This is an optimization exercise on Yosys and OpenROAD, whose aim is small area, not a production implementation. Where RTL was checked, it was by simulation tests only, not by an equivalence proof against the original. Function not checked in runs 5 and 6: the RTL went through the layout flow alone. Power figures rest on the tool's default switching activity, not on a simulated workload.

**run.sh**
```bash
#!/bin/bash
# synth_recipe.tcl (not shown) runs the flow's synth.tcl, then flattens the netlist and writes it again
# the make line also repeats each setting of config.mk as NAME=value (left out here)
make -C /OpenROAD-flow-scripts/flow DESIGN_CONFIG=/design/flow/config.mk WORK_HOME=/design/flow/orfs CLKGATE_MAP_FILE= SYNTH_SCRIPT=/design/flow/synth_recipe.tcl finish
```
**config.mk**
```make
export PLATFORM = sky130hd
export DESIGN_NAME = core_top
export DESIGN_NICKNAME = core_top
export VERILOG_FILES = /design/flow/design.v
export SDC_FILE = /design/flow/constraint.sdc
export NUM_CORES = 8
export LEC_CHECK = 0
export CAP_MARGIN = 20
export CORE_MARGIN = 2
export CORE_UTILIZATION = 55
export CTS_CLUSTER_DIAMETER = 120
export CTS_CLUSTER_SIZE = 25
export SETUP_SLACK_MARGIN = 0.2
export SLEW_MARGIN = 20
export SYNTH_HIERARCHICAL = 1
export SYNTH_MINIMUM_KEEP_SIZE = 0
```
**constraint.sdc**
```tcl
create_clock -name core_clock -period 7.0 [get_ports {clk}]
set_input_delay 1.4000 -clock core_clock [delete_from_list [all_inputs] [get_ports {clk}]]
set_output_delay 1.4000 -clock core_clock [all_outputs]
set_load 0.01 [all_outputs]
```
**design.v**
```verilog
`timescale 1ns/1ps
`default_nettype none
module fetch_stage (
    input  wire [18:0] pc,
    input  wire        inc,
    input  wire        jump,
    input  wire [18:0] off,
    output wire [18:0] lo,
    output wire        c
);
    localparam integer N = 19;
    wire [N-1:0] b = jump ? off : {{(N-1){1'b0}}, inc};
    wire [N-1:0] p [0:5];
    wire [N-1:0] g [0:5];
    assign p[0] = pc ^ b;
    assign g[0] = pc & b;
    genvar l, i;
    generate
        for (l = 0; l < 5; l = l + 1) begin : lv
            for (i = 0; i < N; i = i + 1) begin : bt
                if (i >= (1 << l)) begin : c
                    assign g[l+1][i] = g[l][i] | (p[l][i] & g[l][i - (1 << l)]);
                    assign p[l+1][i] = p[l][i] & p[l][i - (1 << l)];
                end else begin : n
                    assign g[l+1][i] = g[l][i];
                    assign p[l+1][i] = p[l][i];
                end
            end
        end
    endgenerate
    assign lo = p[0] ^ {g[5][N-2:0], 1'b0};
    assign c  = g[5][N-1];
endmodule
`default_nettype wire
`timescale 1ns/1ps
`default_nettype none
module reg_file (
    input  wire        clk,
    input  wire        clr,
    input  wire        wen,
    input  wire [4:0]  rd,
    input  wire [15:0] wd,
    input  wire [4:0]  rs1,
    input  wire [4:0]  rs2,
    output reg  [15:0] a,
    output reg  [15:0] b
);
    wire [16*32-1:0] ring_out;
    assign ring_out[15:0] = 16'd0;
    genvar g;
    generate
        for (g = 1; g < 32; g = g + 1) begin : gr
            reg  [63:0] s;
            wire        we_g = clr | (wen && rd == g);
            always @(posedge clk) begin
                s <= {s[47:0], we_g ? wd : s[63:48]};
            end
            assign ring_out[16*g +: 16] = s[63:48];
        end
    endgenerate
    integer k;
    always @(*) begin
        a = 16'd0;
        b = 16'd0;
        for (k = 1; k < 32; k = k + 1) begin
            a = a | (ring_out[16*k +: 16] & {16{rs1 == k}});
            b = b | (ring_out[16*k +: 16] & {16{rs2 == k}});
        end
    end
endmodule
`default_nettype wire
`timescale 1ns/1ps
`default_nettype none
module execute_stage (
    input  wire [15:0] a,
    input  wire [15:0] b,
    input  wire        sub,
    input  wire        cin,
    input  wire [1:0]  op,      
    output reg  [15:0] y,
    output wire        cout
);
    wire [15:0] bx = sub ? ~b : b;
    wire [15:0] p0 = a ^ bx;
    wire [15:0] g0 = (a & bx) | {15'd0, p0[0] & cin};
    wire [15:0] p1 = {p0[15:1] & p0[14:0], p0[0]};
    wire [15:0] g1 = {g0[15:1] | (p0[15:1] & g0[14:0]), g0[0]};
    wire [15:0] p2 = {p1[15:2] & p1[13:0], p1[1:0]};
    wire [15:0] g2 = {g1[15:2] | (p1[15:2] & g1[13:0]), g1[1:0]};
    wire [15:0] p3 = {p2[15:4] & p2[11:0], p2[3:0]};
    wire [15:0] g3 = {g2[15:4] | (p2[15:4] & g2[11:0]), g2[3:0]};
    wire [15:0] g4 = {g3[15:8] | (p3[15:8] & g3[7:0]), g3[7:0]};
    wire [15:0] s  = p0 ^ {g4[14:0], cin};
    assign cout = g4[15];
    always @(*) begin
        case (op)
            2'd0:    y = s;
            2'd1:    y = a ^ b;
            2'd2:    y = a | b;
            default: y = a & b;
        endcase
    end
endmodule
`default_nettype wire
`timescale 1ns/1ps
`default_nettype none
module writeback_stage (
    input  wire [15:0] a,
    input  wire        sgn,
    input  wire        c,
    output wire [15:0] y
);
    wire [15:0] t  = sgn ? ~a : a;        
    wire [15:0] q0 = t;
    wire [15:0] q1 = {q0[15:1] & q0[14:0], q0[0]};
    wire [15:0] q2 = {q1[15:2] & q1[13:0], q1[1:0]};
    wire [15:0] q3 = {q2[15:4] & q2[11:0], q2[3:0]};
    wire [15:0] q4 = {q3[15:8] & q3[7:0], q3[7:0]};
    wire [15:0] fl = {q4[14:0], 1'b1};    
    assign y = (sgn != c) ? a ^ fl : a;
endmodule
`default_nettype wire
`timescale 1ns/1ps
`default_nettype none
module core_top (
    input  wire        clk,
    input  wire        rst,
    output wire        imem_req_valid,
    input  wire        imem_req_ready,
    output wire [63:0] imem_req_addr,
    input  wire        imem_rsp_valid,
    output wire        imem_rsp_ready,
    input  wire [63:0] imem_rsp_rdata,
    output wire        dmem_req_valid,
    input  wire        dmem_req_ready,
    output wire [63:0] dmem_req_addr,
    output wire        dmem_req_we,
    output wire [63:0] dmem_req_wdata,
    input  wire        dmem_rsp_valid,
    output wire        dmem_rsp_ready,
    input  wire [63:0] dmem_rsp_rdata,
    output wire        retire_valid,
    output wire [63:0] retire_pc,
    output wire [4:0]  retire_rd,
    output wire        retire_rd_we,
    output wire [63:0] retire_rd_data
);
    reg  [1:0]  ph;      
    reg         clr;     
    reg         act;     
    reg         ldw;     
    reg         irv;     
    reg  [31:0] ir;
    reg  [63:2] pc;      
    reg         nf;      
    reg         drop;    
    reg         guess;   
    reg         xd;      
    reg         rt;      
    reg         rval;    
    reg  [4:0]  rrd;
    reg         rwe;
    reg  [20:2] opc;     
    reg         nh;      
    reg         ns;      
    reg         tk;      
    reg         dpend;   
    reg  [2:0]  dout;    
    reg         carry;
    reg         eqacc;
    reg  [63:0] rr;      
    reg  [63:0] ww;      
    wire ph0 = (ph == 2'd0);
    wire ph3 = (ph == 2'd3);
    wire [6:0]  opcode = ir[6:0];
    wire [2:0]  f3     = ir[14:12];
    wire [4:0]  rd     = ir[11:7];
    wire [4:0]  rs1    = ir[19:15];
    wire [4:0]  rs2    = ir[24:20];
    wire is_op   = (opcode == 7'b0110011) && (f3 == 3'b000 || f3 == 3'b100 || f3[2:1] == 2'b11);
    wire is_addi = (opcode == 7'b0010011) && (f3 == 3'b000);
    wire is_ld   = (opcode == 7'b0000011) && (f3 == 3'b011);
    wire is_sd   = (opcode == 7'b0100011) && (f3 == 3'b011);
    wire is_br   = (opcode == 7'b1100011) && (f3[2:1] == 2'b00);
    wire is_jal  = (opcode == 7'b1101111);
    wire known   = is_op | is_addi | is_ld | is_sd | is_br | is_jal;
    wire writes  = is_op | is_addi | is_ld | is_jal;
    wire is_sub  = is_op && (f3 == 3'b000) && ir[30];
    wire use_imm = is_addi | is_ld | is_sd;
    wire        run;
    wire        wen;
    wire [15:0] wd;
    wire [15:0] a_rf;
    wire [15:0] b_rf;
    reg_file u_rf (
        .clk (clk),
        .clr (clr),
        .wen (wen),
        .rd  (rd),
        .wd  (wd),
        .rs1 (rs1),
        .rs2 (rs2),
        .a   (a_rf),
        .b   (b_rf)
    );
    wire [11:0] imm12 = is_sd ? {ir[31:25], ir[11:7]} : ir[31:20];
    wire [15:0] immc  = ph0 ? {{4{imm12[11]}}, imm12} : {16{imm12[11]}};
    wire [63:0] pcx   = {pc, 2'b00};
    reg  [15:0] pcc;
    always @(*) begin
        case (ph)
            2'd0:    pcc = pcx[15:0];
            2'd1:    pcc = pcx[31:16];
            2'd2:    pcc = pcx[47:32];
            default: pcc = pcx[63:48];
        endcase
    end
    reg [15:0] ldc;
    always @(*) begin
        case (ph)
            2'd0:    ldc = dmem_rsp_rdata[15:0];
            2'd1:    ldc = dmem_rsp_rdata[31:16];
            2'd2:    ldc = dmem_rsp_rdata[47:32];
            default: ldc = dmem_rsp_rdata[63:48];
        endcase
    end
    wire [15:0] op_a = ldw ? ldc : is_jal ? pcc : a_rf;
    wire [15:0] op_b = (ldw || (is_jal && !ph0)) ? 16'd0 : is_jal ? 16'd4 : use_imm ? immc : b_rf;
    wire        cin  = ph0 ? is_sub : carry;
    wire [15:0] alu;
    wire        cout;
    wire [1:0]  aop = (is_op && f3[2] && !ldw) ? (f3[1] ? (f3[0] ? 2'd3 : 2'd2) : 2'd1) : 2'd0;
    execute_stage u_alu (
        .a    (op_a),
        .b    (op_b),
        .sub  (is_sub && !ldw),
        .cin  (cin),
        .op   (aop),
        .y    (alu),
        .cout (cout)
    );
    wire [15:0] res = alu;
    assign wd  = clr ? 16'd0 : res;
    assign wen = run && (ldw || (writes && !is_ld));
    wire eq    = eqacc && (a_rf == b_rf);
    wire taken = f3[0] ? !eq : eq;
    wire ld_rsp = !dpend && dout == 3'd1 && dmem_rsp_valid;
    wire start  = !clr && irv && !xd && !dpend && (ldw ? ld_rsp : known);
    assign run  = ph0 ? start : act;
    wire end_rnd = run && ph3;
    wire end_fin = end_rnd && (ldw || !is_ld);    
    wire mem_iss = end_rnd && !ldw && (is_ld || is_sd);
    wire tk_now   = end_fin ? taken : tk;
    wire mis      = is_br && (tk_now != guess);
    wire done     = irv && (end_fin || xd || !known);
    wire store_ok = !is_sd || !dmem_req_valid || dmem_req_ready;
    wire fetched  = nf || skip;    
    wire adv_any  = done && fetched && store_ok;
    wire advance  = adv_any && !mis && !rt;
    wire fixup    = done && fetched && mis;
    wire [18:0] joff = is_jal ? {ir[31], ir[19:12], ir[20], ir[30:22]}
                              : {{9{ir[31]}}, ir[7], ir[30:25], ir[11:9]};
    wire [18:0] lo;
    wire        lo_c;
    wire        jump = irv && guess;
    fetch_stage u_pcadd (
        .pc   (pc[20:2]),
        .inc  (irv),
        .jump (jump),
        .off  (joff),
        .lo   (lo),
        .c    (lo_c)
    );
    wire        sgn  = jump && joff[18];
    wire        hchg = lo_c != sgn;         
    wire        skip = irv && hchg && !rt;
    reg  [43:0] chain;
    reg  [63:21] hi;
    integer     h;
    always @(*) begin
        chain[0] = rt && nh;
        for (h = 0; h < 43; h = h + 1) begin
            chain[h+1] = chain[h] && (pc[21+h] != ns);
            hi[21+h]   = pc[21+h] ^ chain[h];
        end
    end
    wire [63:2] pc_d = {hi, advance ? lo : pc[20:2]};
    wire ld_ir = (!irv || advance) && nf && !drop && imem_rsp_valid;
    wire [31:0] nxt = pc_d[2] ? imem_rsp_rdata[63:32] : imem_rsp_rdata[31:0];
    assign imem_req_valid = !nf && !hchg && !(rt && nh);
    assign imem_req_addr  = {pc[63:21], lo[18:1], 3'b000};
    assign imem_rsp_ready = drop || ((!irv || adv_any) && nf);
    wire byp = end_rnd;
    assign dmem_req_valid = dpend || mem_iss;
    assign dmem_req_we    = is_sd;
    wire [15:0] addr3;
    writeback_stage u_addr3 (
        .a   (a_rf),
        .sgn (imm12[11]),
        .c   (carry),
        .y   (addr3)
    );
    assign dmem_req_addr  = {byp ? addr3 : rr[63:48], rr[47:0]};
    assign dmem_req_wdata = {byp ? b_rf : ww[63:48], ww[47:0]};
    assign dmem_rsp_ready = !(ldw && !dpend && dout == 3'd1) || (end_rnd && ldw);
    assign retire_valid   = rt && rval;
    assign retire_pc      = {pc[63:21], opc, 2'b00};
    assign retire_rd      = rrd;
    assign retire_rd_we   = rwe;
    assign retire_rd_data = rr;
    wire dfire  = dmem_req_valid && dmem_req_ready;
    wire drfire = dmem_rsp_valid && dmem_rsp_ready;
    always @(posedge clk or posedge rst) begin
        if (rst) begin
            ph    <= 2'd0;
            clr   <= 1'b1;
            act   <= 1'b0;
            ldw   <= 1'b0;
            irv   <= 1'b0;
            pc    <= 62'd0;
            nf    <= 1'b0;
            drop  <= 1'b0;
            xd    <= 1'b0;
            rt    <= 1'b0;
            dpend <= 1'b0;
            dout  <= 3'd0;
        end else begin
            ph    <= ph + 2'd1;
            if (ph3) clr <= 1'b0;
            act   <= run && !ph3;
            if (end_rnd) ldw <= !ldw && is_ld;
            pc    <= pc_d;
            if (ld_ir) irv <= 1'b1;
            else if (advance) irv <= 1'b0;
            if (imem_req_valid && imem_req_ready) nf <= 1'b1;
            if (ld_ir || fixup) nf <= 1'b0;
            if (fixup) drop <= nf && !imem_rsp_valid;   
            else if (imem_rsp_valid) drop <= 1'b0;
            rt    <= advance;
            if (advance) xd <= 1'b0;
            else if (end_fin || fixup) xd <= 1'b1;
            dpend <= dmem_req_valid && !dmem_req_ready;
            dout  <= dout + {2'd0, dfire} - {2'd0, drfire};
        end
    end
    always @(posedge clk) begin
        if (ld_ir) begin
            ir    <= nxt;
            guess <= (nxt[6:0] == 7'b1101111) ||
                     (nxt[6:0] == 7'b1100011 && nxt[14:12] == 3'b001);
        end else if (fixup) begin
            guess <= !guess;
        end
        if (end_fin) tk <= taken;
        if (advance) begin
            rval <= known;
            rrd  <= rd;
            rwe  <= writes;
            opc  <= pc[20:2];
            nh   <= hchg;
            ns   <= sgn;
        end
        if (run) begin
            carry <= cout;
            eqacc <= (ph0 || eqacc) && (a_rf == b_rf);
            case (ph)
                2'd0:    begin rr[15:0]  <= res; ww[15:0]  <= b_rf; end
                2'd1:    begin rr[31:16] <= res; ww[31:16] <= b_rf; end
                2'd2:    begin rr[47:32] <= res; ww[47:32] <= b_rf; end
                default: begin rr[63:48] <= res; ww[63:48] <= b_rf; end
            endcase
        end
    end
endmodule
`default_nettype wire
```
==> impl_metrics.env, run 1 <==
export IMPL_outcome="no timing/DRC/antenna violations"
export IMPL_clk_insertion_delay_late_ns=0.77
export IMPL_multi_input_area_um2=21090
export IMPL_postRouteWirelength_um=262400
export IMPL_final_min_period_over_clock_period=0.9695
export IMPL_critPathArrivalTime_ns=5.39
export IMPL_final_max_slew_viol_count=0
export IMPL_yosys_area_top_type_share=0.5629
export IMPL_p_leak_nw=32.83
export IMPL_synth_edff_count=191
export IMPL_synth_area_top_cells="dfxtp_1 56%, mux2_2 9.4%, edfxtp_1 8.1%"
export IMPL_postSynth_topFlopCell="dfxtp_1"
export IMPL_track_usage=0.3909
export IMPL_post_synth_xor_area_fraction=0.01737
export IMPL_timing_final_ws_setup_ns=0.2138
export IMPL_timing_setup_critical_path_class="reg2out"
export IMPL_routed_wire_length_per_instance_um=35.36
export IMPL_unrepaired_setup_endpoints_after_global_routing="true"
export IMPL_max_cap_violations=0
export IMPL_clkSlewWorstSetupHoldPaths_ns=0.11
export IMPL_clock_sinks=2252
export IMPL_ctsLongestPathBuffers=3
export IMPL_ys_ff_latch=2252
export IMPL_fp_dieH_um=362.3
export IMPL_post_synth_mux_area_share=0.1023
export IMPL_port_buffers=460
export IMPL_globalRouteOverflowTotal=0
export IMPL_cts_tree="yes"
export IMPL_timing_critical_path_from_type="register"
export IMPL_share_of_cells_above_drive_strength_1=0.2096
export IMPL_max_slew_worst_pin_slew_ns=1.167
export IMPL_fp_dieW_um=362.3
export IMPL_drt_drc_violations_left=0
export IMPL_start_util=0.5536
export IMPL_worstPathMaxFanout=17
export IMPL_clockRootBuffer="clkbuf_16"
export IMPL_post_synth_top_area_cell="dfxtp_1"
export IMPL_dieArea_um2=131200
export IMPL_timing_final_crit_period_ns=6.786
export IMPL_worst_setup_skew_after_layout_ns=0.04184
export IMPL_hold_viol=0
export IMPL_final_setup_tns_ns=0
export IMPL_pre_cts_ws_ns=0.1339
export IMPL_area_of_the_core_um2=127500
export IMPL_finish_net_count=5934
export IMPL_setup_violations_final=0
export IMPL_worst_path_most_repeated_cell="and2_4"
export IMPL_synth_simple_gate_area_frac=0.07425
export IMPL_timing_critical_path_required_ns=5.60
export IMPL_place_detailed_hpwl_um=189400
export IMPL_worstPathCellList="buf_8 -> and2_4 -> and2_4 -> a2111oi_2 -> nand3_1 -> or4_4 -> or4b_4 -> o22ai_4 -> nand4_1 -> xnor2_2 -> mux2_2 -> clkdlybuf4s50_1"
export IMPL_warning_count_from_the_yosys_run=10
export IMPL_min_delay_path_depth=0
export IMPL_first_global_vias=43720
export IMPL_part_of_the_yosys_area_used_for_sequential_elements=0.6711
export IMPL_number_of_levels_in_the_clock_h_tree=3
export IMPL_cts_made_buffers=101
export IMPL_timing_critical_path_slowest_stage_cell="or4_4"
export IMPL_postSynthAreaPerCell_um2=13.22
export IMPL_adder_and_majority_cell_fraction_of_the_synthesized_area=0.01407
export IMPL_yosys_cell_types_count=110
export IMPL_routed_via_count=45950
export IMPL_route_detailed_vias_per_inst=6.192
export IMPL_syn_instance_count=5339
export IMPL_summed_instance_area_of_the_synthesized_netlist_um2=70590
export IMPL_synth_top_family_by_area="multiplexers"
export IMPL_io_pin_count=466
export IMPL_grt_pass1_wl_um=354900
export IMPL_ff2ff_path_depth=20
export IMPL_routability_cong=1.030
export IMPL_drt_pre_antenna_iters=11
export IMPL_final_fill_count=9797
export IMPL_antenna_found_initial=12
export IMPL_totalPowerFinal_mw=29.54
export IMPL_max_freq_ghz=0.1474
export IMPL_core_rowCount=131
export IMPL_timing_max_slew_rel_slack=0.2215
export IMPL_final_antenna_net_count=0
export IMPL_register_area_um2=47380
export IMPL_power_density_cell_area_nw_per_um2=366.1
export IMPL_dr_first_iter_drc_count=5952
export IMPL_synth_compound_gate_area_share=0.07710
export IMPL_hold_class="reg2reg"
export IMPL_maximum_number_of_pins_on_one_net_before_global_route_repair=71
export IMPL_async_flop_share=0.03375
export IMPL_critical_path_endpoint_type="primary output"
export IMPL_worst_ir_drop_vdd_uv=323.2
export IMPL_flow_area_growth_from_synthesis_pct=14.31
export IMPL_cp_slowest_stage_delay_ns=0.68
==> per-stage QoR <==
stage	area (um2)	std cells	hold WS, ns	utilization
floorplan	70610	5343	0.3096	-
global route	80680	7416	0.3133	0.6327
finish	80690	7421	0.3095	0.6328
CTS	80380	7398	0.3151	0.6304
global placement	77140	7243	0.3095	0.6049
detailed placement	77200	7245	0.3121	0.6054
==> worst max-delay path, delay by kind of cell (launching register included) <==
family,cells,cell delay [ns]
AO/OA/AOI/OAI,2,0.66
XOR/XNOR,1,0.35
buffers and inverters,2,0.74
flip-flops,1,0.43
multiplexers,1,0.22
AND/OR/NAND/NOR,6,2.18
==> cell families (layout without fill, tap and decap cells) <==
kind of cell               after synthesis  after routing
DFF                                   2252           2252
AOI/OAI and AO/OA                      736            736
muxes                                  627            627
xor gates and xnor gates               140            140
buffers and inverters                  566            973
other                                    1             11
adders and majority gates               77             77
and+or+nand+nor                        940            943
==> timing repair <==
item                       4_1_cts  5_1_grt
hold buffers                     0        0
buffers inserted                18       16
pin swaps                        7       15
setup endpoints to repair       47       80
resized for setup               49       55
gates cloned                     2        1
==> modules after synthesis, one instance, submodules excluded <==
| module | flops+latches | area [um2] |
|---|---|---|
| writeback_stage | 0 | 498.0 |
| execute_stage | 0 | 1957 |
| fetch_stage | 0 | 1211 |
| reg_file | 1984 | 53040 |
| core_top | 268 | 13880 |
==> per-layer routing <==
layer / global-route usage / up-vias / wire, um
li1: - / 19530 / -
met1: 0.4922 / 22720 / 102600
met2: 0.5956 / 2780 / 113600
met3: 0.1104 / 918 / 26170
met4: 0.2413 / 12 / 19780
met5: 0.01221 / - / 283
==> cell usage after synthesis (73+ instances only) <==
master	count
a21oi_1	131
a22oi_1	272
and3_1	199
buf_4	196
clkbuf_1	210
dfrtp_1	75
dfxtp_1	1985
edfxtp_1	191
ha_1	73
inv_1	95
mux2_2	592
nand2_1	151
nand3_1	108
nor2_1	129
xnor2_1	83
==> state kept, by name (all words and copies together) (netlist names), 2 cells and up <==
signal,flops
ph,2
pc,62
dout,3
ir,32
rr,64
opc,19
u_rf.gr.s,1984
rrd,5
ww,64
==> power by group <==
group	total [mW]	internal [mW]	switching, mW
registers	15.6	14.5	1.06
clock network	6.69	2.76	3.93
logic	7.26	2.68	4.58
==> cell type report <==
type / instances / share of cell area
flip-flops and latches: 2252 / 0.5872
multi-input cells: 2528 / 0.2613
repair buffers: 744 / 0.08554
clock buffers: 124 / 0.03331
well taps: 1662 / 0.02577
inverters: 96 / 0.004481
clock inverters: 9 / 0.002233
diodes: 6 / 0.0001861
==> final timing paths <==
| check | start | endpoint | slack (ns) |
|---|---|---|---|
| worst max-delay path | ir[16] | dmem_req_addr[60] | 0.21 |
| worst min-delay path | u_rf.gr[19].s[2] | u_rf.gr[19].s[18] | 0.31 |
| worst max register to register | ir[23] | u_rf.gr[29].s[9] | 0.37 |
| worst min register to register | u_rf.gr[19].s[2] | u_rf.gr[19].s[18] | 0.31 |
| max in group asynchronous | rst | pc[5] | 5.00 |
| min in group asynchronous | rst | pc[16] | 0.84 |
==> layout by cell type (no fill, tap or decap), types with 37 or more instances in the layout <==
master and n:
ha_1 66, nor2_1 116, dfxtp_1 1985, a22oi_1 271, edfxtp_1 191, buf_4 267, mux2_2 592, xnor2_1 79
a32oi_1 41, nand2_1 151, dfrtp_1 75, a21oi_1 96, o21ai_0 49, clkdlybuf4s50_1 459, nand4_1 67, nand3_1 107
inv_1 94, xor2_1 57, a222oi_1 37, clkbuf_16 104, and3_1 198
==> inputs of run 2 (changes only) <==
==> flow/run.sh (new file) <==
#!/bin/bash
# The standard layout (the standard.sh, ORFS from synthesis to the final
# layout) with two changes: the buffers that buffer_ports puts on every input
# and output port are sky130_fd_sc_hd__buf_1 instead of the cell it picks by
# default, and clock tree synthesis inserts no dummy loads.  The full make
# output goes to standard.log in this folder; ORFS's own per-step logs are
# under orfs/logs.
set -euo pipefail
bash standard.sh \
  "BUFFER_PORTS_ARGS=-buffer_cell sky130_fd_sc_hd__buf_1" \
  "CTS_ARGS=-sink_clustering_enable -repair_clock_nets -sink_clustering_size 25 -sink_clustering_max_diameter 120 -dont_use_dummy_load" \
  finish > standard.log 2>&1
==> standard.sh (new file) <==
#!/bin/bash
# synth_recipe.tcl (not shown) runs the flow's synth.tcl, then flattens the netlist and writes it again
# the make line also repeats each setting of config.mk as NAME=value (left out here)
make -C /OpenROAD-flow-scripts/flow DESIGN_CONFIG=/design/flow/config.mk WORK_HOME=/design/flow/orfs CLKGATE_MAP_FILE= SYNTH_SCRIPT=/design/flow/synth_recipe.tcl "${@:-finish}"
removed: run.sh
==> run 2 against run 1 <==
Setup slack worse by 0.016 ns. Register-to-register slack worse by 0.13 ns. Sequential share of layout area is 3.1 points higher. Die area stayed put. Worst hold slack worse by 0.042 ns. Highest routed layer unchanged.
==> impl_metrics.env, run 2 <==
export IMPL_place_detailed_hpwl_um=176500
export IMPL_timing_final_crit_period_ns=6.802
export IMPL_synth_area_top_cells="dfxtp_1 56%, mux2_2 9.4%, edfxtp_1 8.1%"
export IMPL_part_of_the_yosys_area_used_for_sequential_elements=0.6711
export IMPL_post_layout_nonfiller_instances=7331
export IMPL_share_of_cells_above_drive_strength_1=0.1935
export IMPL_layout_common_cells="1985 x dfxtp_1, 592 x mux2_2, 460 x buf_1, 272 x a22oi_1, 229 x buf_4"
export IMPL_async_flop_share=0.03375
export IMPL_drt_drc_violations_left=0
export IMPL_timing_max_slew_rel_slack=0.2417
export IMPL_globalRouteOverflowTotal=0
export IMPL_clk_insertion_delay_late_ns=0.77
export IMPL_multi_input_area_um2=20840
export IMPL_core_rowCount=131
export IMPL_timing_critical_path_from_type="register"
export IMPL_start_util=0.5536
export IMPL_track_usage=0.3727
export IMPL_final_antenna_net_count=0
export IMPL_grt_pass1_wl_um=338800
export IMPL_unrepaired_setup_endpoints_after_global_routing="false"
export IMPL_pre_cts_ws_ns=0.3422
export IMPL_synth_edff_count=191
export IMPL_worst_path_most_repeated_cell="buf_4"
export IMPL_clockRootBuffer="clkbuf_16"
export IMPL_timing_critical_path_required_ns=5.60
export IMPL_gr_usage_met2=0.5659
export IMPL_largest_register_ffs=1984
export IMPL_max_freq_ghz=0.1470
export IMPL_totalPowerFinal_mw=28.31
export IMPL_ys_ff_latch=2252
export IMPL_final_setup_tns_ns=0
export IMPL_maximum_number_of_pins_on_one_net_before_global_route_repair=72
export IMPL_worst_ir_drop_vdd_uv=265.8
export IMPL_cts_made_buffers=100
export IMPL_io_pin_count=466
export IMPL_cp_slowest_stage_delay_ns=0.68
export IMPL_power_density_cell_area_nw_per_um2=369.3
export IMPL_syn_instance_count=5339
export IMPL_max_cap_violations=0
export IMPL_cts_tree="yes"
export IMPL_route_detailed_vias_per_inst=6.177
export IMPL_timing_setup_critical_path_class="reg2out"
export IMPL_clkSlewWorstSetupHoldPaths_ns=0.10
export IMPL_clock_sinks=2252
export IMPL_fp_dieH_um=362.3
export IMPL_worstPathCellList="buf_4 -> and3_2 -> and3_1 -> a2111oi_0 -> nand3_1 -> or4_4 -> buf_4 -> nand2b_1 -> o31ai_4 -> buf_4 -> nand4_1 -> xnor2_1 -> mux2_2 -> buf_1"
export IMPL_use_met3=0.1010
export IMPL_setup_violations_final=0
export IMPL_p_leak_nw=31.10
export IMPL_register_area_um2=47380
export IMPL_number_of_levels_in_the_clock_h_tree=3
export IMPL_drt_pre_antenna_iters=12
export IMPL_final_min_period_over_clock_period=0.9717
export IMPL_finish_net_count=5877
export IMPL_dp_cells=7216
export IMPL_worst_setup_skew_after_layout_ns=0.1175
export IMPL_warning_count_from_the_yosys_run=10
export IMPL_synth_cells_most_frequent="1985 x dfxtp_1, 592 x mux2_2, 272 x a22oi_1"
export IMPL_hold_viol=0
export IMPL_critical_path_endpoint_type="primary output"
export IMPL_first_global_vias=41790
export IMPL_fp_dieW_um=362.3
export IMPL_yosys_cell_types_count=110
export IMPL_antenna_found_initial=16
export IMPL_routed_wire_length_per_instance_um=34.20
export IMPL_post_synth_top_area_cell="dfxtp_1"
export IMPL_worstPathMaxFanout=17
export IMPL_routed_via_count=45290
export IMPL_routability_cong=1.047
export IMPL_final_fill_count=10300
export IMPL_flow_area_growth_from_synthesis_pct=8.596
export IMPL_port_buffers=460
export IMPL_postRouteWirelength_um=250700
export IMPL_dieArea_um2=131200
export IMPL_area_of_the_core_um2=127500
export IMPL_yosysMostFrequentCell="dfxtp_1"
export IMPL_summed_instance_area_of_the_synthesized_netlist_um2=70590
export IMPL_postSynthAreaPerCell_um2=13.22
export IMPL_dr_first_iter_drc_count=5746
export IMPL_hold_class="reg2reg"
export IMPL_timing_final_ws_setup_ns=0.1981
export IMPL_postSynth_topFlopCell="dfxtp_1"
export IMPL_timing_critical_path_slowest_stage_cell="or4_4"
export IMPL_outcome="no timing/DRC/antenna violations"
export IMPL_ctsLongestPathBuffers=3
export IMPL_global_route_usage_met1=0.4799
export IMPL_critPathArrivalTime_ns=5.40
export IMPL_max_slew_worst_pin_slew_ns=1.137
export IMPL_final_max_slew_viol_count=0
export IMPL_yosys_area_top_type_share=0.5629
export IMPL_register_with_the_most_flip_flops="u_rf.gr.s"
export IMPL_final_common_cell="dfxtp_1"
export IMPL_largestRegisters="u_rf.gr.s (1984), rr (64), ww (64)"
export IMPL_globalRoute_busiestLayer="met2"
==> run 2: cell count changes in the layout (fill, tap and decap cells not counted), moves of 8 or more <==
cell	delta
clkbuf_1	-19
clkdlybuf4s50_1	-459
a2111oi_0	+21
and2_1	+8
buf_1	+459
a2111oi_2	-12
a2111oi_1	-8
buf_4	-38
buf_12	-8
==> run 2: modules after synthesis, one instance, submodules excluded <==
module           times used  flip-flops and latches  cells  area, um2
writeback_stage           1                       0     68      498.0
fetch_stage               1                       0    175       1211
reg_file                  1                    1984   3684      53040
execute_stage             1                       0    266       1957
core_top                  1                     268   1146      13880
==> run 2: worst max-delay path: cells and delay by family (launching register included) <==
family,cells,cell delay [ns]
xor+xnor,1,0.16
flops,1,0.50
buf+inv,4,0.78
mux,1,0.28
simple gates,6,1.96
compound gates,2,0.98
==> run 2: logic make-up after synthesis <==
group | Yosys count | synth area share
compound gates | 736 | 0.07710
xor+xnor | 140 | 0.01737
fa+ha+maj | 77 | 0.01407
buf+inv | 566 | 0.04376
flops | 2252 | 0.6711
mux | 627 | 0.1023
other cells | 1 | 0.00005312
simple gates | 940 | 0.07425
==> run 2: stage by stage <==
step | util | hold WS (ns) | area [um2]
floorplan | - | 0.3096 | 70610
detailed placement | 0.5802 | 0.3121 | 73980
finish | 0.6012 | 0.2677 | 76660
CTS | 0.6002 | 0.2639 | 76530
global route | 0.6011 | 0.2654 | 76650
global placement | 0.5801 | 0.3095 | 73980
==> run 2: what timing repair did <==
action	CTS	global route
endpoints found under the setup margin	12	161
hold buffers	0	0
pin swaps	0	2
resized for setup	8	18
setup buffers	2	8
==> run 2: power breakdown <==
part           total, mW  internal (mW)  switching [mW]
clock network       6.32           2.55            3.77
registers           15.5           14.5            1.01
logic               6.45           2.00            4.45
==> run 2: layer usage <==
layer | routed length (um) | share of wire
met5 | 86 | 0.00034
met4 | 17860 | 0.071
met3 | 24690 | 0.098
met2 | 108100 | 0.43
met1 | 100000 | 0.40
==> run 2: cell type report <==
type | count | share of cell area
Antenna cell | 5 | 0.0001632
Clock buffer | 100 | 0.03264
Sequential cell | 2252 | 0.6180
Tap cell | 1662 | 0.02713
Timing Repair Buffer | 691 | 0.04547
Multi-Input combinational cell | 2525 | 0.2718
Inverter | 96 | 0.004717
==> run 2: final timing paths <==
path                                     endpoint  depth (start not counted)  slack, ns               from
worst max-delay path            dmem_req_addr[63]                         14       0.20             ir[18]
worst min-delay path            u_rf.gr[25].s[48]                          0       0.27  u_rf.gr[25].s[32]
worst max register to register             ir[24]                         20       0.24             ir[22]
worst min register to register  u_rf.gr[25].s[48]                          0       0.27  u_rf.gr[25].s[32]
max in group asynchronous                  pc[60]                          3       5.34                rst
min in group asynchronous                  pc[17]                          2       0.50                rst
==> inputs of run 3 (changes only) <==
--- a/design.v
+++ b/design.v
@@ -152,3 +152,4 @@
     reg         irv;     
-    reg  [31:0] ir;
+    reg  [31:7] ir;      
+    reg  [2:0]  cls;     
     reg  [63:2] pc;      
@@ -174,3 +175,2 @@
     wire ph3 = (ph == 2'd3);
-    wire [6:0]  opcode = ir[6:0];
     wire [2:0]  f3     = ir[14:12];
@@ -179,9 +179,16 @@
     wire [4:0]  rs2    = ir[24:20];
-    wire is_op   = (opcode == 7'b0110011) && (f3 == 3'b000 || f3 == 3'b100 || f3[2:1] == 2'b11);
-    wire is_addi = (opcode == 7'b0010011) && (f3 == 3'b000);
-    wire is_ld   = (opcode == 7'b0000011) && (f3 == 3'b011);
-    wire is_sd   = (opcode == 7'b0100011) && (f3 == 3'b011);
-    wire is_br   = (opcode == 7'b1100011) && (f3[2:1] == 2'b00);
-    wire is_jal  = (opcode == 7'b1101111);
-    wire known   = is_op | is_addi | is_ld | is_sd | is_br | is_jal;
+    localparam [2:0] C_NONE = 3'd0;    
+    localparam [2:0] C_OP   = 3'd1;
+    localparam [2:0] C_ADDI = 3'd2;
+    localparam [2:0] C_LD   = 3'd3;
+    localparam [2:0] C_SD   = 3'd4;
+    localparam [2:0] C_BR   = 3'd5;
+    localparam [2:0] C_JAL  = 3'd6;
+    wire is_op   = (cls == C_OP);
+    wire is_addi = (cls == C_ADDI);
+    wire is_ld   = (cls == C_LD);
+    wire is_sd   = (cls == C_SD);
+    wire is_br   = (cls == C_BR);
+    wire is_jal  = (cls == C_JAL);
+    wire known   = (cls != C_NONE);
     wire writes  = is_op | is_addi | is_ld | is_jal;
@@ -289,2 +296,10 @@
     wire [31:0] nxt = pc_d[2] ? imem_rsp_rdata[63:32] : imem_rsp_rdata[31:0];
+    wire [2:0]  nf3 = nxt[14:12];
+    wire [2:0]  nxt_cls =
+        (nxt[6:0] == 7'b0110011 && (nf3 == 3'b000 || nf3 == 3'b100 || nf3[2:1] == 2'b11)) ? C_OP :
+        (nxt[6:0] == 7'b0010011 && nf3 == 3'b000) ? C_ADDI :
+        (nxt[6:0] == 7'b0000011 && nf3 == 3'b011) ? C_LD :
+        (nxt[6:0] == 7'b0100011 && nf3 == 3'b011) ? C_SD :
+        (nxt[6:0] == 7'b1100011 && nf3[2:1] == 2'b00) ? C_BR :
+        (nxt[6:0] == 7'b1101111) ? C_JAL : C_NONE;
     assign imem_req_valid = !nf && !hchg && !(rt && nh);
@@ -347,5 +362,5 @@
         if (ld_ir) begin
-            ir    <= nxt;
-            guess <= (nxt[6:0] == 7'b1101111) ||
-                     (nxt[6:0] == 7'b1100011 && nxt[14:12] == 3'b001);
+            ir    <= nxt[31:7];
+            cls   <= nxt_cls;
+            guess <= (nxt_cls == C_JAL) || (nxt_cls == C_BR && nxt[12]);
         end else if (fixup) begin
@@ -354,13 +369,11 @@
         if (end_fin) tk <= taken;
-        if (advance) begin
-            rval <= known;
-            rrd  <= rd;
-            rwe  <= writes;
-            opc  <= pc[20:2];
-            nh   <= hchg;
-            ns   <= sgn;
-        end
+        rval <= known;
+        rrd  <= rd;
+        rwe  <= writes;
+        opc  <= pc[20:2];
+        nh   <= hchg;
+        ns   <= sgn;
+        carry <= cout;
+        eqacc <= (ph0 || eqacc) && (a_rf == b_rf);
         if (run) begin
-            carry <= cout;
-            eqacc <= (ph0 || eqacc) && (a_rf == b_rf);
             case (ph)
--- a/config.mk
+++ b/config.mk
@@ -9,3 +9,3 @@
 export CORE_MARGIN = 2
-export CORE_UTILIZATION = 55
+export CORE_UTILIZATION = 45
 export CTS_CLUSTER_DIAMETER = 120
==> run 3 against run 2 <==
Routed wire length increased by 7.0%. Critical path depth is 1 higher. Critical endpoint is now dmem_req_addr[62]. Sequential cell count down 4. Clock skew down 0.0089 ns. Fmax rose by 0.78%. Total power shrank 4.5%. Still clean on timing, DRC and antenna. Register-to-register slack improved by 0.18 ns. Worst hold slack worse by 0.0045 ns.
==> impl_metrics.env, run 3 <==
export IMPL_finish_net_count=6119
export IMPL_timing_critical_path_required_ns=5.60
export IMPL_final_setup_tns_ns=0
export IMPL_worst_setup_skew_after_layout_ns=0.1086
export IMPL_drt_drc_violations_left=0
export IMPL_routed_via_count=46660
export IMPL_place_detailed_hpwl_um=193000
export IMPL_totalPowerFinal_mw=27.04
export IMPL_ctsLongestPathBuffers=3
export IMPL_fp_dieW_um=399.5
export IMPL_timing_final_crit_period_ns=6.749
export IMPL_final_fill_count=13760
export IMPL_min_delay_path_depth=0
export IMPL_core_rowCount=145
export IMPL_dieArea_um2=159600
export IMPL_yosysMostFrequentCell="dfxtp_1"
export IMPL_clock_sinks=2248
export IMPL_synth_edff_count=157
export IMPL_summed_instance_area_of_the_synthesized_netlist_um2=70380
export IMPL_dr_first_iter_drc_count=5526
export IMPL_hold_viol=0
export IMPL_final_antenna_net_count=0
export IMPL_io_pin_count=466
export IMPL_grt_pass1_wl_um=357500
export IMPL_fp_dieH_um=399.5
export IMPL_max_freq_ghz=0.1482
export IMPL_async_flop_share=0.03381
export IMPL_hold_path_startpoint="u_rf.gr[4].s[27]"
export IMPL_synth_area_top_cells="dfxtp_1 57%, mux2_2 8.3%, edfxtp_1 6.7%"
export IMPL_postSynth_topFlopCell="dfxtp_1"
export IMPL_setup_violations_final=0
export IMPL_ff2ff_path_depth=20
export IMPL_maximum_number_of_pins_on_one_net_before_global_route_repair=59
export IMPL_max_cap_violations=0
export IMPL_ys_ff_latch=2248
export IMPL_critPathLaunch="ir[19]"
export IMPL_clk_insertion_delay_late_ns=0.81
export IMPL_outcome="no timing/DRC/antenna violations"
export IMPL_final_common_cell="dfxtp_1"
export IMPL_postRouteWirelength_um=268200
export IMPL_warning_count_from_the_yosys_run=10
export IMPL_yosys_cell_types_count=112
export IMPL_postSynthAreaPerCell_um2=12.64
export IMPL_regToRegStartpoint="ir[20]"
export IMPL_number_of_levels_in_the_clock_h_tree=3
export IMPL_worstPathMaxFanout=14
export IMPL_cts_made_buffers=101
export IMPL_critical_path_endpoint_type="primary output"
export IMPL_layout_common_cells="2014 x dfxtp_1, 517 x mux2_2, 460 x buf_1, 432 x nand2_1, 286 x a22oi_1"
export IMPL_first_global_vias=43260
export IMPL_drt_pre_antenna_iters=8
export IMPL_timing_max_slew_rel_slack=0.1756
export IMPL_globalRouteOverflowTotal=0
export IMPL_critPathArrivalTime_ns=5.35
export IMPL_final_max_slew_viol_count=0
export IMPL_yosys_area_top_type_share=0.5731
export IMPL_share_of_cells_above_drive_strength_1=0.1752
export IMPL_clkSlewWorstSetupHoldPaths_ns=0.10
export IMPL_synth_cells_most_frequent="2015 x dfxtp_1, 517 x mux2_2, 432 x nand2_1"
export IMPL_track_usage=0.3268
export IMPL_cts_tree="yes"
export IMPL_start_util=0.4516
export IMPL_unrepaired_setup_endpoints_after_global_routing="false"
export IMPL_timing_critical_path_from_type="register"
export IMPL_max_slew_worst_pin_slew_ns=1.234
export IMPL_largestRegisters="u_rf.gr.s (1984), rr (64), ww (64)"
export IMPL_syn_instance_count=5566
export IMPL_antenna_found_initial=15
export IMPL_hold_class="reg2reg"
export IMPL_p_leak_nw=31.60
export IMPL_flow_area_growth_from_synthesis_pct=9.749
export IMPL_route_detailed_vias_per_inst=5.853
export IMPL_final_min_period_over_clock_period=0.9641
export IMPL_clockRootBuffer="clkbuf_16"
export IMPL_largest_register_ffs=1984
export IMPL_post_synth_top_area_cell="dfxtp_1"
export IMPL_part_of_the_yosys_area_used_for_sequential_elements=0.6672
export IMPL_area_of_the_core_um2=155800
export IMPL_power_density_cell_area_nw_per_um2=350.0
export IMPL_register_with_the_most_flip_flops="u_rf.gr.s"
export IMPL_routability_cong=1.055
export IMPL_worst_ir_drop_vdd_uv=230.2
export IMPL_port_buffers=460
export IMPL_routed_wire_length_per_instance_um=33.64
export IMPL_cts_hold_fix_buffers=0
export IMPL_timing_setup_critical_path_class="reg2out"
-- run 3: worst paths after layout --
check                                    end  slack (ns)
max in group asynchronous             pc[50]        5.19
min reg2reg                 u_rf.gr[4].s[43]        0.26
max                        dmem_req_addr[62]        0.25
min                         u_rf.gr[4].s[43]        0.26
min in group asynchronous             pc[16]        0.58
max reg2reg                 u_rf.gr[15].s[5]        0.42
-- run 3: timing repair --
action / CTS / global route
buffers inserted: 0 / 12
endpoints found under the setup margin: 12 / 11
gates resized for setup: 14 / 6
pin swaps: 0 / 1
-- run 3: power by group --
group | total (mW) | internal, mW | switching (mW)
Sequential | 15.4 | 14.5 | 0.969
Clock | 6.38 | 2.58 | 3.80
Combinational | 5.24 | 1.57 | 3.66
Total | 27.0 | 18.6 | 8.43
-- run 3: area by class of cell --
| cell class | count | area (um2) | share of cell area |
|---|---|---|---|
| sequential | 2248 | 46960 | 0.6080 |
| multi-input combinational | 2767 | 21050 | 0.2725 |
| timing repair buffer | 720 | 3847 | 0.04981 |
| tap | 2058 | 2575 | 0.03334 |
| clock buffer | 101 | 2527 | 0.03272 |
| inverter | 70 | 264.0 | 0.003418 |
| antenna | 9 | 22.52 | 0.0002916 |
-- run 3: stage by stage --
step / hold slack [ns] / cell area (um2) / setup WS [ns] / cells / utilization
finish: 0.2632 / 77240 / 0.2510 / 7973 / 0.4956
global route: 0.2746 / 77220 / 0.2143 / 7965 / 0.4955
CTS: 0.2555 / 77090 / 0.2048 / 7952 / 0.4947
detailed placement: 0.3121 / 74530 / 0.4034 / 7851 / 0.4782
global placement: 0.3096 / 74430 / 0.3975 / 7846 / 0.4776
floorplan: 0.3096 / 70400 / 1.242 / 5570 / -
-- run 3: kinds of logic after synthesis --
| logic type | after synthesis | synth area share |
|---|---|---|
| XOR/XNOR | 138 | 0.01717 |
| adder cells (fa/ha/maj) | 77 | 0.01412 |
| AND/OR/NAND/NOR | 1225 | 0.09017 |
| buffers and inverters | 555 | 0.04336 |
| other | 1 | 0.00005328 |
| AO/OA/AOI/OAI | 789 | 0.08261 |
| flip-flops | 2248 | 0.6672 |
| multiplexers | 533 | 0.08535 |
-- run 3: modules after synthesis, one instance, submodules excluded --
module	flip-flops and latches	cell area, um2
execute_stage	0	1957
core_top	264	13670
reg_file	1984	53040
fetch_stage	0	1211
writeback_stage	0	498.0
-- run 3: layer usage --
| metal | global-route usage | routed length [um] |
|---|---|---|
| met4 | 0.2061 | 20380 |
| met2 | 0.5080 | 117400 |
| met1 | 0.4088 | 106700 |
| met5 | 0 | 222 |
| met3 | 0.07847 | 23570 |
-- run 3: worst max-delay path: stages (launching register included) --
cell and delay (ns):
edfxtp_1 0.52, buf_4 0.19, and3b_4 0.34, and3_1 0.28, a2111oi_1 0.65, nand3_1 0.14, or4_1 0.69, buf_4 0.25
or4b_4 0.52, o22ai_4 0.14, buf_12 0.16, nand4_1 0.11, xnor2_1 0.19, nand2_1 0.09, nand2_1 0.08, buf_1 0.15
==> inputs of run 4 (changes only) <==
--- a/config.mk
+++ b/config.mk
@@ -9,3 +9,3 @@
 export CORE_MARGIN = 2
-export CORE_UTILIZATION = 45
+export CORE_UTILIZATION = 55
 export CTS_CLUSTER_DIAMETER = 120
==> run 4 against run 3 <==
Largest cell class unchanged. Global-route usage increased by 5.7 points. Clock power decreased by 1%. Sequential share of layout area grew 0.35 points. Critical endpoint is now dmem_req_addr[57].
==> impl_metrics.env, run 4 <==
export IMPL_fp_dieH_um=361.7
export IMPL_routed_wire_length_per_instance_um=34.00
export IMPL_worstPathCellList="nor2b_2 -> buf_4 -> buf_4 -> and3_1 -> a2111oi_0 -> nand3_1 -> or4_1 -> o31ai_4 -> buf_12 -> nand3_1 -> xnor2_1 -> nand2_1 -> nand2_1 -> buf_1"
export IMPL_final_fill_count=10200
export IMPL_setup_violations_final=0
export IMPL_first_global_vias=43520
export IMPL_synth_cells_most_frequent="2015 x dfxtp_1, 517 x mux2_2, 432 x nand2_1"
export IMPL_crit_family="simple AND/OR/NAND/NOR gates"
export IMPL_largestRegisters="u_rf.gr.s (1984), rr (64), ww (64)"
export IMPL_share_of_cells_above_drive_strength_1=0.1758
export IMPL_layout_common_cells="2014 x dfxtp_1, 517 x mux2_2, 460 x buf_1, 432 x nand2_1, 286 x a22oi_1"
export IMPL_flow_area_growth_from_synthesis_pct=9.118
export IMPL_maximum_number_of_pins_on_one_net_before_global_route_repair=77
export IMPL_cp_slowest_stage_delay_ns=0.91
export IMPL_timing_critical_path_from_type="register"
export IMPL_dieArea_um2=130800
export IMPL_summed_instance_area_of_the_synthesized_netlist_um2=70380
export IMPL_p_leak_nw=31.60
export IMPL_critical_path_endpoint_type="primary output"
export IMPL_final_min_period_over_clock_period=0.9688
export IMPL_timing_critical_path_required_ns=5.60
export IMPL_postRouteWirelength_um=257900
export IMPL_postSynthAreaPerCell_um2=12.64
export IMPL_layout_cell_area_non_filler_um2=76800
export IMPL_hold_viol=0
export IMPL_warning_count_from_the_yosys_run=10
export IMPL_hold_class="reg2reg"
export IMPL_dpl_instance_area_um2=74040
export IMPL_register_area_um2=46960
export IMPL_yosys_area_top_type_share=0.5731
export IMPL_unrepaired_setup_endpoints_after_global_routing="true"
export IMPL_ys_ff_latch=2248
export IMPL_timing_setup_critical_path_class="reg2out"
export IMPL_part_of_the_yosys_area_used_for_sequential_elements=0.6672
export IMPL_fp_dieW_um=361.7
export IMPL_cts_tree="yes"
export IMPL_dp_cells=7455
export IMPL_finalHoldWorstSlack_ns=0.2548
export IMPL_worst_ir_drop_vdd_uv=239.2
export IMPL_drt_pre_antenna_iters=10
export IMPL_number_of_levels_in_the_clock_h_tree=3
export IMPL_port_buffers=460
export IMPL_start_util=0.5526
export IMPL_place_detailed_hpwl_um=182900
export IMPL_clockRootBuffer="clkbuf_16"
export IMPL_outcome="no timing/DRC/antenna violations"
export IMPL_postSynth_topFlopCell="dfxtp_1"
export IMPL_synth_edff_count=157
export IMPL_timing_hold_worst_endpoint="u_rf.gr[30].s[55]"
export IMPL_post_synth_top_area_cell="dfxtp_1"
export IMPL_area_of_the_core_um2=127400
export IMPL_register_with_the_most_flip_flops="u_rf.gr.s"
export IMPL_power_density_cell_area_nw_per_um2=353.4
export IMPL_postLayoutCoreUtil=0.6030
export IMPL_final_max_slew_viol_count=0
export IMPL_timing_critical_path_slowest_stage_cell="or4_1"
export IMPL_critPathLaunch="ir[16]"
export IMPL_ctsLongestPathBuffers=3
export IMPL_worstPathMaxFanout=14
export IMPL_worst_setup_skew_after_layout_ns=0.09643
export IMPL_syn_instance_count=5566
export IMPL_core_rowCount=131
export IMPL_clk_insertion_delay_late_ns=0.78
export IMPL_post_layout_nonfiller_instances=7584
export IMPL_min_delay_path_depth=0
export IMPL_drt_drc_violations_left=0
export IMPL_max_slew_worst_pin_slew_ns=1.260
export IMPL_globalRouteOverflowTotal=0
export IMPL_cts_hold_fix_buffers=0
export IMPL_ff2ff_path_depth=18
export IMPL_io_pin_count=466
export IMPL_async_flop_share=0.03381
export IMPL_totalPowerFinal_mw=27.14
export IMPL_yosys_cell_types_count=112
export IMPL_final_common_cell="dfxtp_1"
export IMPL_dr_first_iter_drc_count=5838
export IMPL_grt_pass1_wl_um=348600
export IMPL_antenna_found_initial=10
export IMPL_pre_cts_ws_ns=0.4284
export IMPL_final_setup_tns_ns=0
export IMPL_yosysMostFrequentCell="dfxtp_1"
export IMPL_synth_area_top_cells="dfxtp_1 57%, mux2_2 8.3%, edfxtp_1 6.7%"
export IMPL_regToRegEndpoint="u_rf.gr[25].s[7]"
export IMPL_max_cap_violations=0
export IMPL_multi_input_area_um2=21050
export IMPL_timing_final_ws_setup_ns=0.2181
export IMPL_timing_final_crit_period_ns=6.782
export IMPL_critPathArrivalTime_ns=5.38
export IMPL_final_antenna_net_count=0
export IMPL_max_freq_ghz=0.1475
export IMPL_clkSlewWorstSetupHoldPaths_ns=0.09
export IMPL_hold_path_startpoint="u_rf.gr[30].s[39]"
export IMPL_route_detailed_vias_per_inst=6.150
export IMPL_finish_net_count=6124
export IMPL_timing_max_slew_rel_slack=0.1569
export IMPL_worst_r2r_setup_slack_ns=0.34
export IMPL_worstPathBufferInverterCount=4
export IMPL_routability_cong=1.015
export IMPL_largest_register_ffs=1984
export IMPL_cts_made_buffers=100
export IMPL_routed_via_count=46640
export IMPL_regToRegStartpoint="ir[22]"
export IMPL_track_usage=0.3837
export IMPL_clock_sinks=2248
run 4: cell count changes in the layout (fill, tap and decap cells not counted), moves of 3 or more:
cell and delta:
buf_6 +4, or4_1 -3, buf_12 +6, buf_16 -3, or4_4 +3
run 4: worst max path at each step:
stage                        endpoint  slack [ns]  cells past startpoint
global placement      u_rf.gr[4].s[9]        0.40                     19
detailed placement  u_rf.gr[15].s[10]        0.43                     20
global route        dmem_req_addr[59]        0.19                     16
floorplan                       guess        1.24                     20
finish              dmem_req_addr[57]        0.22                     14
CTS                 dmem_req_addr[57]        0.18                     15
run 4: area by class of cell:
| cell class | count | area share |
|---|---|---|
| Sequential cell | 2248 | 0.6115 |
| Multi-Input combinational cell | 2768 | 0.2741 |
| Timing Repair Buffer | 725 | 0.05091 |
| Clock buffer | 100 | 0.03258 |
| Tap cell | 1662 | 0.02708 |
| Inverter | 70 | 0.003438 |
| Antenna cell | 11 | 0.0003584 |
run 4: cells by family after synthesis:
kind of cell    after synthesis  synth area share
xor+xnor                    138           0.01717
flops                      2248            0.6672
other cells                   1        0.00005328
simple gates               1225           0.09017
compound gates              789           0.08261
buf+inv                     555           0.04336
mux                         533           0.08535
fa+ha+maj                    77           0.01412
run 4: Yosys stat by module, one instance, submodules excluded:
module | cell area, um2 | copies in the design | cells
reg_file | 53040 | 1 | 3684
core_top | 13670 | 1 | 1373
execute_stage | 1957 | 1 | 266
fetch_stage | 1211 | 1 | 175
writeback_stage | 498.0 | 1 | 68
run 4: what timing repair did:
item	CTS	global route
pin swaps	1	3
gates resized for setup	6	20
setup endpoints to repair	11	126
setup buffers	3	14
gates cloned	0	1
run 4: layer usage:
metal	up-vias	GRT usage	wire length, um
li1	20030	-	-
met1	22870	0.4901	103400
met2	2915	0.5915	112900
met3	824	0.09761	23280
met4	2	0.2239	18310
met5	-	0	13
run 4: power by group:
group / internal, mW / switching, mW / total [mW]
clock network: 2.55 / 3.75 / 6.30
registers: 14.5 / 0.981 / 15.4
logic: 1.72 / 3.69 / 5.40
total: 18.7 / 8.42 / 27.1
==> inputs of run 5 (changes only) <==
--- a/design.v
+++ b/design.v
@@ -44,6 +44,33 @@
     input  wire [4:0]  rs2,
-    output reg  [15:0] a,
-    output reg  [15:0] b
+    output wire [15:0] a,
+    output wire [15:0] b
 );
     wire [16*32-1:0] ring_out;
+    rf_ring u_ring (
+        .clk      (clk),
+        .clr      (clr),
+        .wen      (wen),
+        .rd       (rd),
+        .wd       (wd),
+        .ring_out (ring_out)
+    );
+    rf_port_a u_ra (
+        .ring (ring_out),
+        .sel  (rs1),
+        .y    (a)
+    );
+    rf_port_b u_rb (
+        .ring (ring_out),
+        .sel  (rs2),
+        .y    (b)
+    );
+endmodule
+module rf_ring (
+    input  wire              clk,
+    input  wire              clr,
+    input  wire              wen,
+    input  wire [4:0]        rd,
+    input  wire [15:0]       wd,
+    output wire [16*32-1:0]  ring_out
+);
     assign ring_out[15:0] = 16'd0;
@@ -60,9 +87,26 @@
     endgenerate
+endmodule
+module rf_port_a (
+    input  wire [16*32-1:0] ring,
+    input  wire [4:0]       sel,
+    output reg  [15:0]      y
+);
+    integer k;
+    always @(*) begin
+        y = 16'd0;
+        for (k = 1; k < 32; k = k + 1) begin
+            y = y | (ring[16*k +: 16] & {16{sel == k}});
+        end
+    end
+endmodule
+module rf_port_b (
+    input  wire [16*32-1:0] ring,
+    input  wire [4:0]       sel,
+    output reg  [15:0]      y
+);
     integer k;
     always @(*) begin
-        a = 16'd0;
-        b = 16'd0;
+        y = 16'd0;
         for (k = 1; k < 32; k = k + 1) begin
-            a = a | (ring_out[16*k +: 16] & {16{rs1 == k}});
-            b = b | (ring_out[16*k +: 16] & {16{rs2 == k}});
+            y = y | (ring[16*k +: 16] & {16{sel == k}});
         end
==> flow/run.sh (replaced) <==
#!/bin/bash
# The standard layout (the standard.sh, ORFS from synthesis to the final
# layout) with these changes:
#  - the buffers that buffer_ports puts on every input and output port are
#    sky130_fd_sc_hd__buf_1 instead of the cell it picks by default;
#  - clock tree synthesis inserts no dummy loads.
# The full make output goes to standard.log in this folder; ORFS's own
# per-step logs are under orfs/logs.
set -euo pipefail
here=$(pwd)
bash standard.sh \
  "SYNTH_SCRIPT=$here/flow/synth.tcl" \
  "BUFFER_PORTS_ARGS=-buffer_cell sky130_fd_sc_hd__buf_1" \
  "CTS_ARGS=-sink_clustering_enable -repair_clock_nets -sink_clustering_size 25 -sink_clustering_max_diameter 120 -dont_use_dummy_load" \
  finish > standard.log 2>&1
==> flow/area.abc (new file) <==
strash
dch
map -a
topo
==> flow/synth.tcl (new file) <==
proc synth {args} { yosys synth -nofsm -noshare {*}$args }
# Technology mapping: the register file's rings and its rs2 read port get an
# area-oriented ABC script; the other modules the standard one.
set ::area_abc [file join [file dirname [info script]] area.abc]
proc abc {args} {
  set a {}
  set skip 0
  foreach x $args {
    if {$skip} { lappend a $::area_abc; set skip 0; continue }
    if {$x eq "-script"} { lappend a $x; set skip 1; continue }
    lappend a $x
  }
  yosys abc {*}$a rf_ring rf_port_b
  yosys abc {*}$args core_top reg_file rf_port_a execute_stage fetch_stage writeback_stage
}
source $::env(SCRIPTS_DIR)/synth.tcl
# left out here: clear keep_hierarchy, flatten, clean up, hide names made inside functions, write 1_2_yosys.v
==> run 5 against run 4 <==
Still clean. Clock skew is 0.0059 ns lower. Combinational power increased by 14%. Sequential cell count unchanged. Clock power barely moved. Critical path depth is 21 higher. Routed wire length decreased by 5.2%. Total power rose by 2.9%. First-iteration DRC count up 1.5%. Synthesized area is 3.0% higher. Cell area grew 1.3%. Utilization decreased by 0.96 points. Non-clock buffer count up 78. Largest power group unchanged.
==> impl_metrics.env, run 5 <==
export IMPL_multi_input_area_um2=20330
export IMPL_clkSlewWorstSetupHoldPaths_ns=0.10
export IMPL_timing_hold_worst_endpoint="u_rf.u_ring.gr[4].s[49]"
export IMPL_grt_pass1_wl_um=334200
export IMPL_largestRegisters="u_rf.u_ring.gr.s (1984), rr (64), ww (64)"
export IMPL_place_detailed_hpwl_um=170900
export IMPL_finish_net_count=6815
export IMPL_routed_via_count=48550
export IMPL_postSynthAreaPerCell_um2=11.11
export IMPL_antenna_found_initial=12
export IMPL_final_antenna_net_count=0
export IMPL_cp_slowest_stage_delay_ns=0.52
export IMPL_clockRootBuffer="clkbuf_16"
export IMPL_final_setup_tns_ns=0
export IMPL_fp_dieH_um=367.1
export IMPL_max_slew_worst_pin_slew_ns=1.235
export IMPL_timing_critical_path_slowest_stage_cell="edfxtp_1"
export IMPL_drt_pre_antenna_iters=9
export IMPL_largest_register_ffs=1984
export IMPL_min_delay_path_depth=0
export IMPL_worstPathMaxFanout=8
export IMPL_timing_final_crit_period_ns=6.819
export IMPL_power_density_cell_area_nw_per_um2=359.0
export IMPL_warning_count_from_the_yosys_run=12
export IMPL_regToRegStartpoint="ir[21]"
export IMPL_worstPathBufferInverterCount=7
export IMPL_hold_viol=0
export IMPL_drt_drc_violations_left=0
export IMPL_first_global_vias=43980
export IMPL_critPathArrivalTime_ns=7.43
export IMPL_outcome="no timing/DRC/antenna violations"
export IMPL_routability_cong=0.9855
export IMPL_max_cap_violations=0
export IMPL_timing_max_slew_rel_slack=0.1766
export IMPL_timing_critical_path_required_ns=7.61
export IMPL_regToRegEndpoint="u_rf.u_ring.gr[16].s[10]"
export IMPL_route_detailed_vias_per_inst=5.807
export IMPL_globalRouteOverflowTotal=0
export IMPL_cts_hold_fix_buffers=0
export IMPL_timing_critical_path_from_type="register"
export IMPL_start_util=0.5529
export IMPL_timing_final_ws_setup_ns=0.1808
export IMPL_port_buffers=460
export IMPL_hold_class="reg2reg"
export IMPL_setup_violations_final=0
export IMPL_summed_instance_area_of_the_synthesized_netlist_um2=72510
export IMPL_core_rowCount=133
export IMPL_worstSetupPathDepth=35
export IMPL_syn_instance_count=6525
export IMPL_ctsLongestPathBuffers=3
export IMPL_cts_made_buffers=100
export IMPL_timing_setup_critical_path_class="reg2reg"
export IMPL_dieArea_um2=134800
export IMPL_hold_path_startpoint="u_rf.u_ring.gr[4].s[33]"
export IMPL_dp_cells=8198
export IMPL_register_with_the_most_flip_flops="u_rf.u_ring.gr.s"
export IMPL_area_of_the_core_um2=131100
export IMPL_ff2ff_path_depth=35
export IMPL_io_pin_count=466
export IMPL_final_common_cell="dfxtp_1"
export IMPL_worst_setup_skew_after_layout_ns=0.09055
export IMPL_share_of_cells_above_drive_strength_1=0.1244
export IMPL_dr_first_iter_drc_count=5923
export IMPL_pre_cts_ws_ns=-0.3544
export IMPL_fp_dieW_um=367.1
export IMPL_critical_path_endpoint_type="register"
export IMPL_track_usage=0.3485
export IMPL_worst_path_most_repeated_cell="a221oi_2"
export IMPL_final_max_slew_viol_count=0
export IMPL_routed_wire_length_per_instance_um=29.23
export IMPL_unrepaired_setup_endpoints_after_global_routing="true"
export IMPL_maximum_number_of_pins_on_one_net_before_global_route_repair=77
export IMPL_post_layout_nonfiller_instances=8361
export IMPL_register_area_um2=46960
export IMPL_final_min_period_over_clock_period=0.9742
export IMPL_final_fill_count=11030
export IMPL_postRouteWirelength_um=244400
export IMPL_worst_ir_drop_vdd_uv=306.1
export IMPL_p_leak_nw=30.12
export IMPL_number_of_levels_in_the_clock_h_tree=3
export IMPL_layout_common_cells="2014 x dfxtp_1, 984 x nand2_1, 458 x buf_1, 376 x o21ai_0, 284 x buf_4"
export IMPL_clock_sinks=2248
export IMPL_cts_tree="yes"
export IMPL_max_freq_ghz=0.1466
export IMPL_worst_r2r_setup_slack_ns=0.18
export IMPL_flow_area_growth_from_synthesis_pct=7.318
export IMPL_clk_insertion_delay_late_ns=0.76
export IMPL_crit_family="compound AO/OA/AOI/OAI gates"
run 5: through the flow:
step | hold WS, ns | total power [mW] | instance area [um2] | utilization
after floorplan | 0.3096 | 18.43 | 72530 | -
after global placement | 0.3095 | 20.90 | 73430 | 0.5600
after detailed placement | 0.3121 | 20.96 | 73440 | 0.5600
after CTS | 0.2499 | 27.21 | 76410 | 0.5827
after global routing | 0.2729 | 28.91 | 77810 | 0.5933
final | 0.2792 | 27.93 | 77810 | 0.5934
run 5: cell type report:
cell class / count / area share
inverters: 221 / 0.01106
diodes: 4 / 0.0001286
multi-input cells: 3230 / 0.2613
well taps: 1755 / 0.02822
flip-flops and latches: 2248 / 0.6035
clock buffers: 100 / 0.03216
repair buffers: 803 / 0.06366
run 5: worst register-to-register path, delay by kind of cell, from the launching register on:
family	cells	cell delay, ns
compound gates	19	3.89
xor+xnor	2	0.32
fa+ha+maj	1	0.37
buf+inv	7	1.03
flops	1	0.52
simple gates	6	0.60
run 5: where the power goes:
part | internal (mW) | total [mW] | switching (mW)
clock | 2.55 | 6.31 | 3.75
sequential | 14.5 | 15.5 | 0.945
combinational | 2.10 | 6.17 | 4.07
run 5: layer usage:
| layer | track usage | part of all wire | vias to the layer above |
|---|---|---|---|
| li1 | - | - | 21740 |
| met3 | 0.07468 | 0.094 | 559 |
| met5 | 0.009972 | 0.0012 | - |
| met4 | 0.1486 | 0.048 | 16 |
| met2 | 0.5138 | 0.42 | 2555 |
| met1 | 0.4952 | 0.43 | 23680 |
run 5: what timing repair did:
item                       4_1_cts  5_1_grt
setup endpoints to repair      399      572
pin swaps                       21       85
setup buffers                   27       20
hold endpoints to repair         0        0
cloned                           0       12
gates resized for setup         73      397
run 5: worst max path at each step:
stage / from / endpoint / slack (ns)
after floorplan: ir[24] / u_rf.u_ring.gr[16].s[14] / 0.20
after global placement: ir[21] / u_rf.u_ring.gr[16].s[14] / -0.22
after detailed placement: ir[21] / u_rf.u_ring.gr[28].s[12] / -0.35
after CTS: ir[16] / dmem_req_addr[63] / 0.18
after global routing: ir[21] / u_rf.u_ring.gr[11].s[8] / -0.17
final: ir[21] / u_rf.u_ring.gr[16].s[10] / 0.18
==> inputs of run 6 (changes only) <==
--- a/flow/synth.tcl
+++ b/flow/synth.tcl
@@ -12,4 +12,4 @@
   }
-  yosys abc {*}$a rf_ring rf_port_b
-  yosys abc {*}$args core_top reg_file rf_port_a execute_stage fetch_stage writeback_stage
+  yosys abc {*}$a rf_ring
+  yosys abc {*}$args core_top reg_file rf_port_a rf_port_b execute_stage fetch_stage writeback_stage
 }
==> run 6 against run 5 <==
Synthesized area increased by 1.0%. First-iteration DRC count decreased by 9.3%. Sequential cell count unchanged. Cell count decreased by 2.2%. Non-clock buffer count decreased by 132. Cell area decreased by 2.7%. Global-route usage decreased by 3.5 points. Routed wire length decreased by 10%. Clock skew decreased by 0.012 ns. Setup slack improved by 0.19 ns. Critical path depth decreased by 19. Critical path type is now reg2out. Still clean on timing, DRC and antenna. Clock power about the same. Highest routed layer unchanged.
==> impl_metrics.env, run 6 <==
export IMPL_cts_tree="yes"
export IMPL_timing_critical_path_from_type="register"
export IMPL_pre_cts_ws_ns=0.04636
export IMPL_power_density_cell_area_nw_per_um2=356.8
export IMPL_cp_slowest_stage_delay_ns=0.72
export IMPL_worst_ir_drop_vdd_uv=310.0
export IMPL_number_of_levels_in_the_clock_h_tree=3
export IMPL_routed_wire_length_per_instance_um=26.75
export IMPL_hold_class="reg2reg"
export IMPL_grt_pass1_wl_um=310100
export IMPL_drt_drc_violations_left=0
export IMPL_final_antenna_net_count=0
export IMPL_outcome="no timing/DRC/antenna violations"
export IMPL_worstPathBufferInverterCount=5
export IMPL_register_area_um2=46960
export IMPL_timing_critical_path_slowest_stage_cell="or4_4"
export IMPL_final_common_cell="dfxtp_1"
export IMPL_fp_dieW_um=368.9
export IMPL_ctsLongestPathBuffers=3
export IMPL_routed_via_count=46500
export IMPL_fp_dieH_um=368.9
export IMPL_summed_instance_area_of_the_synthesized_netlist_um2=73240
export IMPL_syn_instance_count=6527
export IMPL_crit_family="simple AND/OR/NAND/NOR gates"
export IMPL_core_rowCount=133
export IMPL_antenna_found_initial=16
export IMPL_largest_register_ffs=1984
export IMPL_io_pin_count=466
export IMPL_final_min_period_over_clock_period=0.9466
export IMPL_largestRegisters="u_rf.u_ring.gr.s (1984), rr (64), ww (64)"
export IMPL_routability_cong=0.9789
export IMPL_postRouteWirelength_um=218700
export IMPL_timing_final_ws_setup_ns=0.3736
export IMPL_clkSlewWorstSetupHoldPaths_ns=0.10
-- run 6: changes by cell type in the layout (fill, tap and decap cells not counted), moves of 20 or more --
cell and change:
a21oi_1 +20, a221oi_2 -28, a32oi_1 +31, and3_1 +84, buf_12 -20, buf_4 -94
clkinv_1 -109, mux2i_1 +45, nand2_1 -72, nand4_1 -40, o21ai_0 +181, o21ai_1 -92
o21ai_2 -86
-- run 6: stage by stage --
step	area [um2]	utilization	cells	power (mW)
after floorplan	73250	-	6531	18.52
after global placement	72770	0.5521	8048	20.75
after detailed placement	72800	0.5524	8049	20.81
after CTS	75370	0.5719	8153	27.00
after global routing	75660	0.5740	8169	28.03
final	75680	0.5742	8178	27.00
-- run 6: worst paths after layout --
| path | from | endpoint | slack [ns] | cells after the start |
|---|---|---|---|---|
| hold reg to reg | u_rf.u_ring.gr[30].s[9] | u_rf.u_ring.gr[30].s[25] | 0.29 | 0 |
| min in group asynchronous | rst | pc[63] | 0.88 | 3 |
| setup / recovery | ir[17] | dmem_req_addr[57] | 0.37 | 16 |
| hold / removal | u_rf.u_ring.gr[30].s[9] | u_rf.u_ring.gr[30].s[25] | 0.29 | 0 |
| max in group asynchronous | rst | pc[16] | 5.59 | 3 |
| setup reg to reg | ir[22] | u_rf.u_ring.gr[25].s[15] | 0.38 | 21 |
-- run 6: per-layer routing --
metal,GRT usage,share of wire,vias up
met4,0.1355,0.047,18
li1,-,-,21470
met1,0.4275,0.43,22710
met5,0,0.00061,-
met2,0.5008,0.46,1880
met3,0.04293,0.063,422
-- run 6: what timing repair did --
action	in CTS	in global routing
pin swaps	0	4
setup endpoints to repair	37	239
buffers inserted	4	14
hold buffers	0	0
gates cloned	0	1
resized for setup	4	24
-- run 6: power breakdown --
part	total (mW)	leakage, nW	switching [mW]	internal, mW
Sequential	15.3	18.8	0.838	14.5
Combinational	5.32	9.85	3.81	1.51
Clock	6.33	1.23	3.77	2.56
-- run 6: cell type report --
class,count,share of cell area
tap,1755,0.02902
timing repair buffer,671,0.04684
inverter,107,0.005373
antenna,9,0.0002976
multi-input combinational,3288,0.2649
sequential,2248,0.6205
clock buffer,100,0.03307
-- run 6: worst reg2reg max path, cell delays in order (launching register included) --
cell and delay [ns]:
edfxtp_1 0.56, buf_4 0.31, nor3_2 0.06, buf_4 0.27, and3_1 0.27, a2111oi_2 0.46
nand3_1 0.34, or4_1 0.83, a21oi_1 0.21, nor2_1 0.09, xor2_1 0.21, ha_1 0.39
nand2_1 0.12, a2111oi_4 0.40, o21bai_1 0.19, o41ai_2 0.35, xnor2_1 0.10, o21ai_1 0.28
nor2b_1 0.27, clkinvlp_4 0.30, buf_12 0.26, o21ai_0 0.27

Setup slack of run 6, layout unchanged: 0.374 ns with ideal ports, 0.291 ns with driving cells assumed (clock clkbuf_16, inputs buf_2), 0.385 ns with port delays also shifted by the 0.795 ns mid clock arrival.
